This is an optimization exercise on Yosys and OpenROAD, whose aim is small area, not a production implementation. The RTL was checked by simulation tests, not by an equivalence proof against the original design. Power and IR drop assume default switching activity.

// random_map_writer
module random_map_writer (
    input  logic        clk,
    input  logic        rst,
    input  logic        start,
    input  logic [15:0] seed,
    input  logic [4:0]  density,
    input  logic [4:0]  rd_x,
    input  logic [4:0]  rd_y,
    output logic        rd_occ,
    output logic        busy,
    output logic        done,
    output logic [9:0]  occ_count
);
==> flow/config.mk <==
export PLATFORM = sky130hd
export DESIGN_NAME = random_map_writer
export DESIGN_NICKNAME = random_map_writer
export VERILOG_FILES = /design/flow/design.v
export SDC_FILE = /design/flow/constraint.sdc
export NUM_CORES = 4
export LEC_CHECK = 0
export CAP_MARGIN = 20
export CORE_MARGIN = 2
export CORE_UTILIZATION = 40
export CTS_BUF_LIST = sky130_fd_sc_hd__clkbuf_8
export GPL_TIMING_DRIVEN = 0
export PLACE_DENSITY = 0.8
export SLEW_MARGIN = 20
==> flow/constraint.sdc <==
create_clock -name core_clock -period 5.0 [get_ports {clk}]
set_input_delay 1.0000 -clock core_clock [delete_from_list [all_inputs] [get_ports {clk}]]
set_output_delay 1.0000 -clock core_clock [all_outputs]
set_load 0.01 [all_outputs]
standard.sh (not shown) runs the stock make flow with config.mk's settings and CLKGATE_MAP_FILE= SYNTH_SCRIPT=/design/flow/synth_recipe.tcl, a recipe that flattens the netlist after the stock synthesis.
==> flow/flow/run.sh <==
#!/bin/bash
# The standard layout, with one change: every port still gets its own
# buffer, but a plain buf_2 instead of the delay buffer that buffer_ports
# picks by default (that cell adds about 0.5 ns to each input and output path).
set -euo pipefail
export BUFFER_PORTS_ARGS="-buffer_cell sky130_fd_sc_hd__buf_2"
bash standard.sh > standard.log 2>&1
Change:
Settings changed: CTS_BUF_LIST sky130_fd_sc_hd__clkbuf_8 to sky130_fd_sc_hd__clkbuf_4 sky130_fd_sc_hd__clkbuf_8, CTS_CLUSTER_DIAMETER set to 120, CTS_CLUSTER_SIZE set to 40, PLACE_DENSITY 0.8 to not set, SYNTH_HIERARCHICAL set to 1, SYNTH_MINIMUM_KEEP_SIZE set to 0.
After rerunning: The changed run finished with timing, DRC and antenna clean; register-to-register slack improved by 0.35 ns; count of clock-buffer cells in the layout goes up by 1; sequential power goes down slightly; hold slack barely changes; via count goes down by a few percent; final area stays flat.

---

## build 96
Another version of the RTL of random_map_writer (not shown whole).
For scale: ~850 cells after synthesis, roughly 130 flip-flops, about 9400 um2 of cells after synthesis.
==> flow/config.mk <==
export PLATFORM = sky130hd
export DESIGN_NAME = random_map_writer
export DESIGN_NICKNAME = random_map_writer
export VERILOG_FILES = /design/flow/design.v
export SDC_FILE = /design/flow/constraint.sdc
export NUM_CORES = 4
export LEC_CHECK = 0
export CAP_MARGIN = 20
export CORE_MARGIN = 2
export CORE_UTILIZATION = 50
export CTS_BUF_LIST = sky130_fd_sc_hd__clkbuf_8
export GPL_TIMING_DRIVEN = 0
export SLEW_MARGIN = 20
==> flow/constraint.sdc <==
create_clock -name core_clock -period 5.0 [get_ports {clk}]
set_input_delay 1.0000 -clock core_clock [delete_from_list [all_inputs] [get_ports {clk}]]
set_output_delay 1.0000 -clock core_clock [all_outputs]
set_load 0.01 [all_outputs]
==> flow/flow/run.sh <==
#!/bin/bash
# The standard layout, with one change: every port still gets its own
# buffer, but a plain buf_1 instead of the delay buffer that buffer_ports
# picks by default (that cell adds about 0.5 ns to each input and output path).
set -euo pipefail
export BUFFER_PORTS_ARGS="-buffer_cell sky130_fd_sc_hd__buf_1"
bash standard.sh > standard.log 2>&1
--- input diff build 96..build 45 ---
# build 96
export LEC_CHECK = 0
export CAP_MARGIN = 20
export CORE_MARGIN = 2
export CORE_UTILIZATION = 50
export CTS_BUF_LIST = sky130_fd_sc_hd__clkbuf_8
export GPL_TIMING_DRIVEN = 0
export SLEW_MARGIN = 20
create_clock -name core_clock -period 5.0 [get_ports {clk}]
# build 45
export LEC_CHECK = 0
export CAP_MARGIN = 20
export CORE_MARGIN = 2
export CORE_UTILIZATION = 40
export CTS_BUF_LIST = sky130_fd_sc_hd__clkbuf_8
export GPL_TIMING_DRIVEN = 0
export SLEW_MARGIN = 20
create_clock -name core_clock -period 5.0 [get_ports {clk}]
Results
Against build 96, build 45 comes in 21 ps lower on clock period minus final worst setup slack. Build 45 vs. build 96: area growth from synthesis to final layout +0.76 points, first-iteration DRC count -about 4%, length of routed met3 wiring -490 um. Proportion of power drawn by the clock network, build 96 and build 45: lower on build 45. [build 45 vs build 96] fmax: higher in build 45. Comparing sequential fraction of total cell area for build 96 and build 45, the bigger number came from build 96. Build 45 against build 96: area occupied by multi-input gates shows no meaningful change, combinational power shows no meaningful change. Total placed cells including tap cells in build 45 is 79 higher than in build 96. | power in sequential cells | build 45 vs build 96 | ≈ equal |.
> inputs changed (build 45 -> build 3)
# build 45
export LEC_CHECK = 0
export CAP_MARGIN = 20
export CORE_MARGIN = 2
export CORE_UTILIZATION = 40
export CTS_BUF_LIST = sky130_fd_sc_hd__clkbuf_8
export GPL_TIMING_DRIVEN = 0
export SLEW_MARGIN = 20
create_clock -name core_clock -period 5.0 [get_ports {clk}]
# build 3
export LEC_CHECK = 0
export CAP_MARGIN = 20
export CORE_MARGIN = 2
export CORE_UTILIZATION = 55
export CTS_BUF_LIST = sky130_fd_sc_hd__clkbuf_8
export GPL_TIMING_DRIVEN = 0
export SLEW_MARGIN = 20
create_clock -name core_clock -period 5.0 [get_ports {clk}]
==> flow/flow/run.sh <==
#!/bin/bash
# The standard layout with two changes:
#  - every port still gets its own buffer, but a plain buf_1 instead of the
#    delay buffer that buffer_ports picks by default;
#  - synthesis maps the logic with flow/abc_map.script (an area-oriented ABC
#    script) in place of ORFS's abc_speed.script. Everything else in the ORFS
#    scripts is used unchanged, from a copy made here.
set -euo pipefail
export BUFFER_PORTS_ARGS="-buffer_cell sky130_fd_sc_hd__buf_1"
rm -rf scripts_local
cp -r "$FLOW_HOME/scripts" scripts_local
cp flow/abc_map.script scripts_local/abc_speed.script
export SCRIPTS_DIR="$PWD/scripts_local"
bash standard.sh > standard.log 2>&1
==> flow/flow/abc_map.script (new file) <==
strash
dc2
&get -n
&dch -f
&nf
&put
topo
stime -c
dnsize -c
### Flow results
Build 3 finished every stage and its layout cleared the timing, design-rule and antenna checks.
NOTE synthesized area build 45->build 3 decreased by more than 10%
Compared with build 45, in build 3 switching fraction of total power went up by 0.60 points; final clock period utilization by the worst path went up by 3.2 points.
What build 45 reported for final area has to be multiplied by 0.853 to get the figure for build 3.
Modified inputs, build 74 compared to build 3
# build 3
export LEC_CHECK = 0
export CAP_MARGIN = 20
export CORE_MARGIN = 2
export CORE_UTILIZATION = 55
export CTS_BUF_LIST = sky130_fd_sc_hd__clkbuf_8
export GPL_TIMING_DRIVEN = 0
export SLEW_MARGIN = 20
create_clock -name core_clock -period 5.0 [get_ports {clk}]
# build 74
export LEC_CHECK = 0
export CAP_MARGIN = 20
export CORE_MARGIN = 2
export CORE_UTILIZATION = 40
export CTS_BUF_LIST = sky130_fd_sc_hd__clkbuf_8
export GPL_TIMING_DRIVEN = 0
export SLEW_MARGIN = 20
create_clock -name core_clock -period 5.0 [get_ports {clk}]
[summary]
For cell count, dividing the value from build 74 by the value from build 3 gives 1.09.
[compare] base=build 3 new=build 74: maximum fanout along the worst path saw an increase; setup slack saw an increase; initial cell density of the core saw a decrease; met3 wirelength from detailed routing saw a decrease; clock-cell share of area saw an increase.
The global-route met2 utilization in build 74 sits 12 points below the value recorded for build 3.
Compared with build 3, in build 74 die area increased 36%, met1 layer wirelength in the final routing increased 420 um, final instance area increased 1.9%, utilization decreased 17 points.
Setup changes, build 74 to build 12
# build 74
export LEC_CHECK = 0
export CAP_MARGIN = 20
export CORE_MARGIN = 2
export CORE_UTILIZATION = 40
export CTS_BUF_LIST = sky130_fd_sc_hd__clkbuf_8
export GPL_TIMING_DRIVEN = 0
export SLEW_MARGIN = 20
create_clock -name core_clock -period 5.0 [get_ports {clk}]
# build 12
export LEC_CHECK = 0
export CAP_MARGIN = 20
export CORE_MARGIN = 2
export CORE_UTILIZATION = 55
export CTS_BUF_LIST = sky130_fd_sc_hd__clkbuf_8
export GPL_TIMING_DRIVEN = 0
export PLACE_DENSITY = 0.75
export SLEW_MARGIN = 20
create_clock -name core_clock -period 5.0 [get_ports {clk}]
--- a/flow/flow/abc_map.script
+++ b/flow/flow/abc_map.script
@@ -1,0 +2 @@
+dc2
@@ -5 +6 @@
-&nf
+&nf -R 1000
### Flow results
- Build 12 reached the final stage; the timing, design-rule and antenna checks on its layout passed.
- Taking build 74 as the reference point, the clock buffer instance count of the final layout of build 12 rises by 1.
- In the route summary, build 12 ends up with a via count exceeding that of build 74.
- Changes observed in build 12 relative to build 74: total standard cell area after synthesis now smaller; number of tap cells added at floorplan down about 32%; die area fell by 27%.
- Build 12 vs build 74, worst hold slack went down by 10 ps.
- Run comparison: build 12 critical path class flop to output pin; build 74 critical path class primary input to flop
Here is what was changed in the inputs of build 11 compared with build 12.
# build 12
export LEC_CHECK = 0
export CAP_MARGIN = 20
export CORE_MARGIN = 2
export CORE_UTILIZATION = 55
export CTS_BUF_LIST = sky130_fd_sc_hd__clkbuf_8
export GPL_TIMING_DRIVEN = 0
export PLACE_DENSITY = 0.75
export SLEW_MARGIN = 20
create_clock -name core_clock -period 5.0 [get_ports {clk}]
# build 11
export LEC_CHECK = 0
export CAP_MARGIN = 0
export CORE_MARGIN = 2
export CORE_UTILIZATION = 40
export CTS_BUF_LIST = sky130_fd_sc_hd__clkbuf_8
export GPL_TIMING_DRIVEN = 0
export SLEW_MARGIN = 0
create_clock -name core_clock -period 5.0 [get_ports {clk}]
==> flow/flow/run.sh <==
#!/bin/bash
# The standard layout, with one change: every port still gets its own
# buffer, but a plain buf_1 instead of the delay buffer that buffer_ports
# picks by default (that cell adds about 0.5 ns to each input and output path).
set -euo pipefail
export BUFFER_PORTS_ARGS="-buffer_cell sky130_fd_sc_hd__buf_1"
bash standard.sh > standard.log 2>&1
removed: flow/flow/abc_map.script
When build 11 is measured against build 12, its non-clock buffer count turns out 47 higher. Clock share of power, build 12 and build 11: smaller value in build 11. Against build 12 as the reference, build 11 delivers a lower final cell utilization of the core. Compared with build 12, build 11 shows a time the worst path needs with I/O delays and setup that is 45 ps higher. Summary of build 11 over build 12: path depth of the worst reg2reg path decreased by 7 relative to the old numbers; clock-cell share of area lower; max-slew headroom at the worst pin fell by 15 points; power per cell area lower; synthesized cell count increased by 41 relative to the old numbers. [compare] base=build 12 new=build 11: power increased about 8%; final cell count increased 170.

---

== run 1 ==
random_map_writer, a different RTL version from the one above (not shown whole).
Size: roughly 1100 cells after synthesis, about 180 flip-flops, roughly 47 I/O pins, about 12000 sq um of cells after synthesis.
export LEC_CHECK = 0
export CAP_MARGIN = 20
export CORE_MARGIN = 2
export CORE_UTILIZATION = 40
export GPL_TIMING_DRIVEN = 0
export SLEW_MARGIN = 20
create_clock -name core_clock -period 5.0 [get_ports {clk}]
==> flow/flow/run.sh <==
#!/bin/bash
set -euo pipefail
export RECOVER_POWER=100
bash standard.sh > standard.log 2>&1
--- input diff run 1..run 2 ---
==> flow/run.sh (new file) <==
#!/bin/bash
# synth_recipe.tcl (not shown) runs the flow's synth.tcl, then flattens the netlist and writes it again
# the make line also repeats each setting of config.mk as NAME=value (left out here)
make -C /OpenROAD-flow-scripts/flow DESIGN_CONFIG=/design/flow/config.mk WORK_HOME=/design/flow/orfs CLKGATE_MAP_FILE= SYNTH_SCRIPT=/design/flow/synth_recipe.tcl finish
removed: flow/flow/run.sh
removed: flow/standard.sh
### Flow results
Diff run 1..run 2 | area of placed instances | unchanged. Between run 2 and run 1, the via count does not differ in any meaningful way. The cell area on run 2 is in line with that on run 1. Diff run 1..run 2 | post-synthesis instance total | negligible.
Input changes introduced in run 3 (baseline for comparison: run 2):
Settings: CTS_CLUSTER_SIZE now 40, previously not set; CTS_CLUSTER_DIAMETER now 120, previously not set; CTS_BUF_LIST now sky130_fd_sc_hd__clkbuf_4 sky130_fd_sc_hd__clkbuf_8, previously not set.
--- outcome ---
When run 3 is measured against run 2, its remaining max-slew budget at the tightest pin turns out 0.74 points higher.
Summary of run 3 over run 2: filler-free cell count of the finished design -0.81%; combinational group share of total power +2.0 points.
Run 2 → run 3: setup slack saw an increase, utilization saw a decrease, quantity of gates resized following cts saw an increase, minimum period implied by the final worst setup slack saw a decrease.
Critical path depth down 3 in run 3 wrt run 2
According to the power report, total power for run 3 is lower than for run 2.
Run 3 has net switching share of the total power above what run 2 had.
Input changes introduced in run 4 (baseline for comparison: run 3):
==> flow/flow/run.sh (new file) <==
#!/bin/bash
# The standard layout, with one change: every port still gets its own
# buffer, but a plain buf_2 instead of the delay buffer buffer_ports
# picks by default (that cell adds ~0.5 ns on each input and output path).
set -euo pipefail
export BUFFER_PORTS_ARGS="-buffer_cell sky130_fd_sc_hd__buf_2"
bash standard.sh > standard.log 2>&1
==> flow/standard.sh (new file) <==
#!/bin/bash
# synth_recipe.tcl (not shown) runs the flow's synth.tcl, then flattens the netlist and writes it again
# the make line also repeats each setting of config.mk as NAME=value (left out here)
make -C /OpenROAD-flow-scripts/flow DESIGN_CONFIG=/design/flow/config.mk WORK_HOME=/design/flow/orfs CLKGATE_MAP_FILE= SYNTH_SCRIPT=/design/flow/synth_recipe.tcl "${@:-finish}"
removed: flow/run.sh
[summary]
Wire: run 4 routes less than run 3. Part of the total power dissipated in the clock network for run 4: 0.8 points up relative to run 3. Global routing usage on met1 for run 4 is higher than for run 3. | complex-gate fraction of the synthesized area | run 3 vs run 4 | ≈ equal |. Compared to run 3, run 4 has area growth from synthesis to final layout 4.2 points lower. Summary: with run 3 as the reference, cell area in run 4 moved down by a few percent. As far as sequential cell fraction of total power is concerned, run 3 and run 4 perform about the same. Run 4 and run 3 ended up with nearly the same global-route usage. STATUS largest voltage drop on the vdd net: run 4 wins against run 3. Delta (run 4 minus run 3): time the worst path needs with I/O delays and setup higher, proportion of final cell area spent on non-clock buffers lower.

---

Another version of the RTL of random_map_writer (not shown whole).
Size: roughly 810 cells after synthesis, ~47 I/O pins, roughly 0.0078 mm² of cells after synthesis.
==> flow/config.mk <==
export PLATFORM = sky130hd
export DESIGN_NAME = random_map_writer
export DESIGN_NICKNAME = random_map_writer
export VERILOG_FILES = /design/flow/design.v
export SDC_FILE = /design/flow/constraint.sdc
export NUM_CORES = 4
export LEC_CHECK = 0
export CAP_MARGIN = 20
export CORE_MARGIN = 2
export CORE_UTILIZATION = 55
export CTS_BUF_LIST = sky130_fd_sc_hd__clkbuf_8
export GPL_TIMING_DRIVEN = 0
export SLEW_MARGIN = 20
==> flow/constraint.sdc <==
create_clock -name core_clock -period 5.0 [get_ports {clk}]
set_input_delay 1.0000 -clock core_clock [delete_from_list [all_inputs] [get_ports {clk}]]
set_output_delay 1.0000 -clock core_clock [all_outputs]
set_load 0.01 [all_outputs]
==> flow/flow/run.sh <==
#!/bin/bash
# The standard layout with three changes:
#  - every port still gets its own buffer, but a plain buf_1 instead of the
#    delay buffer that buffer_ports picks by default;
#  - synthesis maps the logic with flow/abc_map.script (an area-oriented ABC
#    script) in place of ORFS's abc_speed.script. Everything else in the ORFS
#    scripts is used unchanged, from a copy made here;
#  - clock tree synthesis does not add dummy loads (CTS_ARGS repeats ORFS's
#    own arguments, with config.mk's CTS_BUF_LIST, plus -dont_use_dummy_load).
set -euo pipefail
export BUFFER_PORTS_ARGS="-buffer_cell sky130_fd_sc_hd__buf_1"
rm -rf scripts_local
cp -r "$FLOW_HOME/scripts" scripts_local
cp flow/abc_map.script scripts_local/abc_speed.script
export SCRIPTS_DIR="$PWD/scripts_local"
export CTS_ARGS="-sink_clustering_enable -repair_clock_nets -buf_list sky130_fd_sc_hd__clkbuf_8 -dont_use_dummy_load"
bash standard.sh > standard.log 2>&1
==> flow/flow/abc_map.script <==
strash
dc2
dc2
&get -n
&dch -f
&nf -R 1000
&put
topo
stime -c
dnsize -c
The first run finished clean.
Then changed:
--- a/flow/flow/run.sh
+++ b/flow/flow/run.sh
@@ -1,4 +1,4 @@
 #!/bin/bash
-# The standard layout with three changes:
+# The standard layout with four changes:
 #  - every port still gets its own buffer, but a plain buf_1 instead of the
 #    delay buffer that buffer_ports picks by default;
@@ -7,5 +7,7 @@
 #    scripts is used unchanged, from a copy made here;
 #  - clock tree synthesis does not add dummy loads (CTS_ARGS repeats ORFS's
-#    own arguments, with config.mk's CTS_BUF_LIST, plus -dont_use_dummy_load).
+#    own arguments, with config.mk's CTS_BUF_LIST, plus -dont_use_dummy_load);
+#  - ORFS's power recovery (downsizing gates with slack to spare) runs after
+#    global routing (RECOVER_POWER).
 set -euo pipefail
 export BUFFER_PORTS_ARGS="-buffer_cell sky130_fd_sc_hd__buf_1"
@@ -15,3 +17,4 @@
 export SCRIPTS_DIR="$PWD/scripts_local"
 export CTS_ARGS="-sink_clustering_enable -repair_clock_nets -buf_list sky130_fd_sc_hd__clkbuf_8 -dont_use_dummy_load"
+export RECOVER_POWER=100
 bash standard.sh > standard.log 2>&1
==> flow/flow/abc_map.script (replaced) <==
strash
&get -n
&b
&put
dc2
&get -n
&b
&put
dc2
&get -n
&dch -f
&nf -R 1000
&put
topo
stime -c
dnsize -c
The changed run finished clean.
Total power came out lower by 6.3%.
Combinational power came out lower by 10%.
Design area came out lower by 4.2%.
Worst hold slack is about the same.
Via count came out lower by 5.4%.
Worst setup slack gets better by 0.010 ns.
Sequential power is about the same.
Global-route usage came out lower by 0.27 points.
Core utilization came out higher by 0.26 points.
Non-clock buffer count came out lower by 1.
Then changed:
==> flow/flow/run.sh (replaced) <==
#!/bin/bash
# The standard layout with two changes:
#  - every port still gets its own buffer, but a plain buf_1 instead of the
#    delay buffer that buffer_ports picks by default;
#  - synthesis maps the logic with flow/abc_map.script (an area-oriented ABC
#    script) in place of ORFS's abc_speed.script. Everything else in the ORFS
#    scripts is used unchanged, from a copy made here;
#  - ORFS's power recovery (downsizing gates with slack to spare) runs after
#    global routing.
set -euo pipefail
export BUFFER_PORTS_ARGS="-buffer_cell sky130_fd_sc_hd__buf_1"
rm -rf scripts_local
cp -r "$FLOW_HOME/scripts" scripts_local
cp flow/abc_map.script scripts_local/abc_speed.script
export SCRIPTS_DIR="$PWD/scripts_local"
export RECOVER_POWER=100
bash standard.sh > standard.log 2>&1
==> flow/flow/abc_map.script (replaced) <==
strash
dc2
dc2
&get -n
&dch -f
&nf -R 1000
&put
topo
stime -c
dnsize -c
=> First-iteration DRC count increases by 9.7%. Sequential power is about the same. Non-clock buffer count increases by 1.
Then changed:
==> flow/flow/run.sh (replaced) <==
#!/bin/bash
# The standard layout with two changes:
#  - every port still gets its own buffer, but a plain buf_1 instead of the
#    delay buffer that buffer_ports picks by default;
#  - synthesis maps the logic with flow/abc_map.script (an area-oriented ABC
#    script) in place of ORFS's abc_speed.script. Everything else in the ORFS
#    scripts is used unchanged, from a copy made here.
set -euo pipefail
export BUFFER_PORTS_ARGS="-buffer_cell sky130_fd_sc_hd__buf_1"
rm -rf scripts_local
cp -r "$FLOW_HOME/scripts" scripts_local
cp flow/abc_map.script scripts_local/abc_speed.script
export SCRIPTS_DIR="$PWD/scripts_local"
bash standard.sh > standard.log 2>&1
Sequential power is about the same.
Die area is unchanged.
Routed wire length stays flat.
Power barely changes.
Worst hold slack hardly moves.
Final area is about the same.

==> what the ideal ports hide <==
No port has a modelled driver above. Below, the same layouts with a new extraction and two added sets of constraints.
Step 1, drivers: a clkbuf_16 drives clk and a buf_2 each remaining input, both assumed.
Step 2, shift: input delay + t, output delay - t, t = (earliest + latest rising clock arrival at the registers) / 2. This alone moves slack from input paths to output paths.
Slacks: ideal / step 1 / step 2; pairs: ideal / step 1.
| run | shift t [ns] | setup WS [ns] | clock arrival spread, ns | worst slew at a driven data input, ns |
|---|---|---|---|---|
| the first run of note 1 | 0.516 | 0.137 / 0.094 / -0.326 | 0.031 / 0.032 | 0.05 |
| the second run of note 1 | 0.502 | 0.112 / 0.066 / -0.269 | 0.025 / 0.026 | 0.05 |
| build 96 | 0.488 | 0.392 / 0.351 / 0.622 | 0.017 / 0.017 | 0.06 |
| build 45 | 0.481 | 0.413 / 0.376 / 0.633 | 0.024 / 0.023 | 0.04 |
| build 3 | 0.472 | 0.251 / 0.213 / -0.185 | 0.011 / 0.012 | 0.04 |
| build 74 | 0.473 | 0.279 / 0.300 / -0.173 | 0.017 / 0.018 | 0.03 |
| build 12 | 0.476 | 0.422 / 0.387 / 0.029 | 0.022 / 0.022 | 0.04 |
| build 11 | 0.488 | 0.377 / 0.337 / 0.653 | 0.024 / 0.024 | 0.04 |
| run 1 | 0.481 | 0.217 / 0.242 / -0.239 | 0.011 / 0.011 | 0.05 |
| run 2 | 0.479 | 0.212 / 0.240 / -0.240 | 0.010 / 0.009 | 0.05 |
| run 3 | 0.514 | 0.239 / 0.247 / -0.267 | 0.021 / 0.021 | 0.05 |
| run 4 | 0.506 | 0.098 / 0.117 / -0.389 | 0.016 / 0.015 | 0.04 |
| the first run of note 4 | 0.458 | 0.325 / 0.304 / -0.117 | 0.035 / 0.035 | 0.03 |
| the second run of note 4 | 0.462 | 0.335 / 0.322 / -0.110 | 0.026 / 0.025 | 0.03 |
| the third run of note 4 | 0.479 | 0.335 / 0.297 / -0.118 | 0.018 / 0.018 | 0.03 |
| the fourth run of note 4 | 0.480 | 0.322 / 0.285 / -0.113 | 0.017 / 0.017 | 0.03 |
With both steps, setup timing fails in 12 of these runs, where it was met with ideal ports. The setup slack of run 3, which loses most, moves by +0.008 ns with the drivers and by -0.506 ns with both steps.
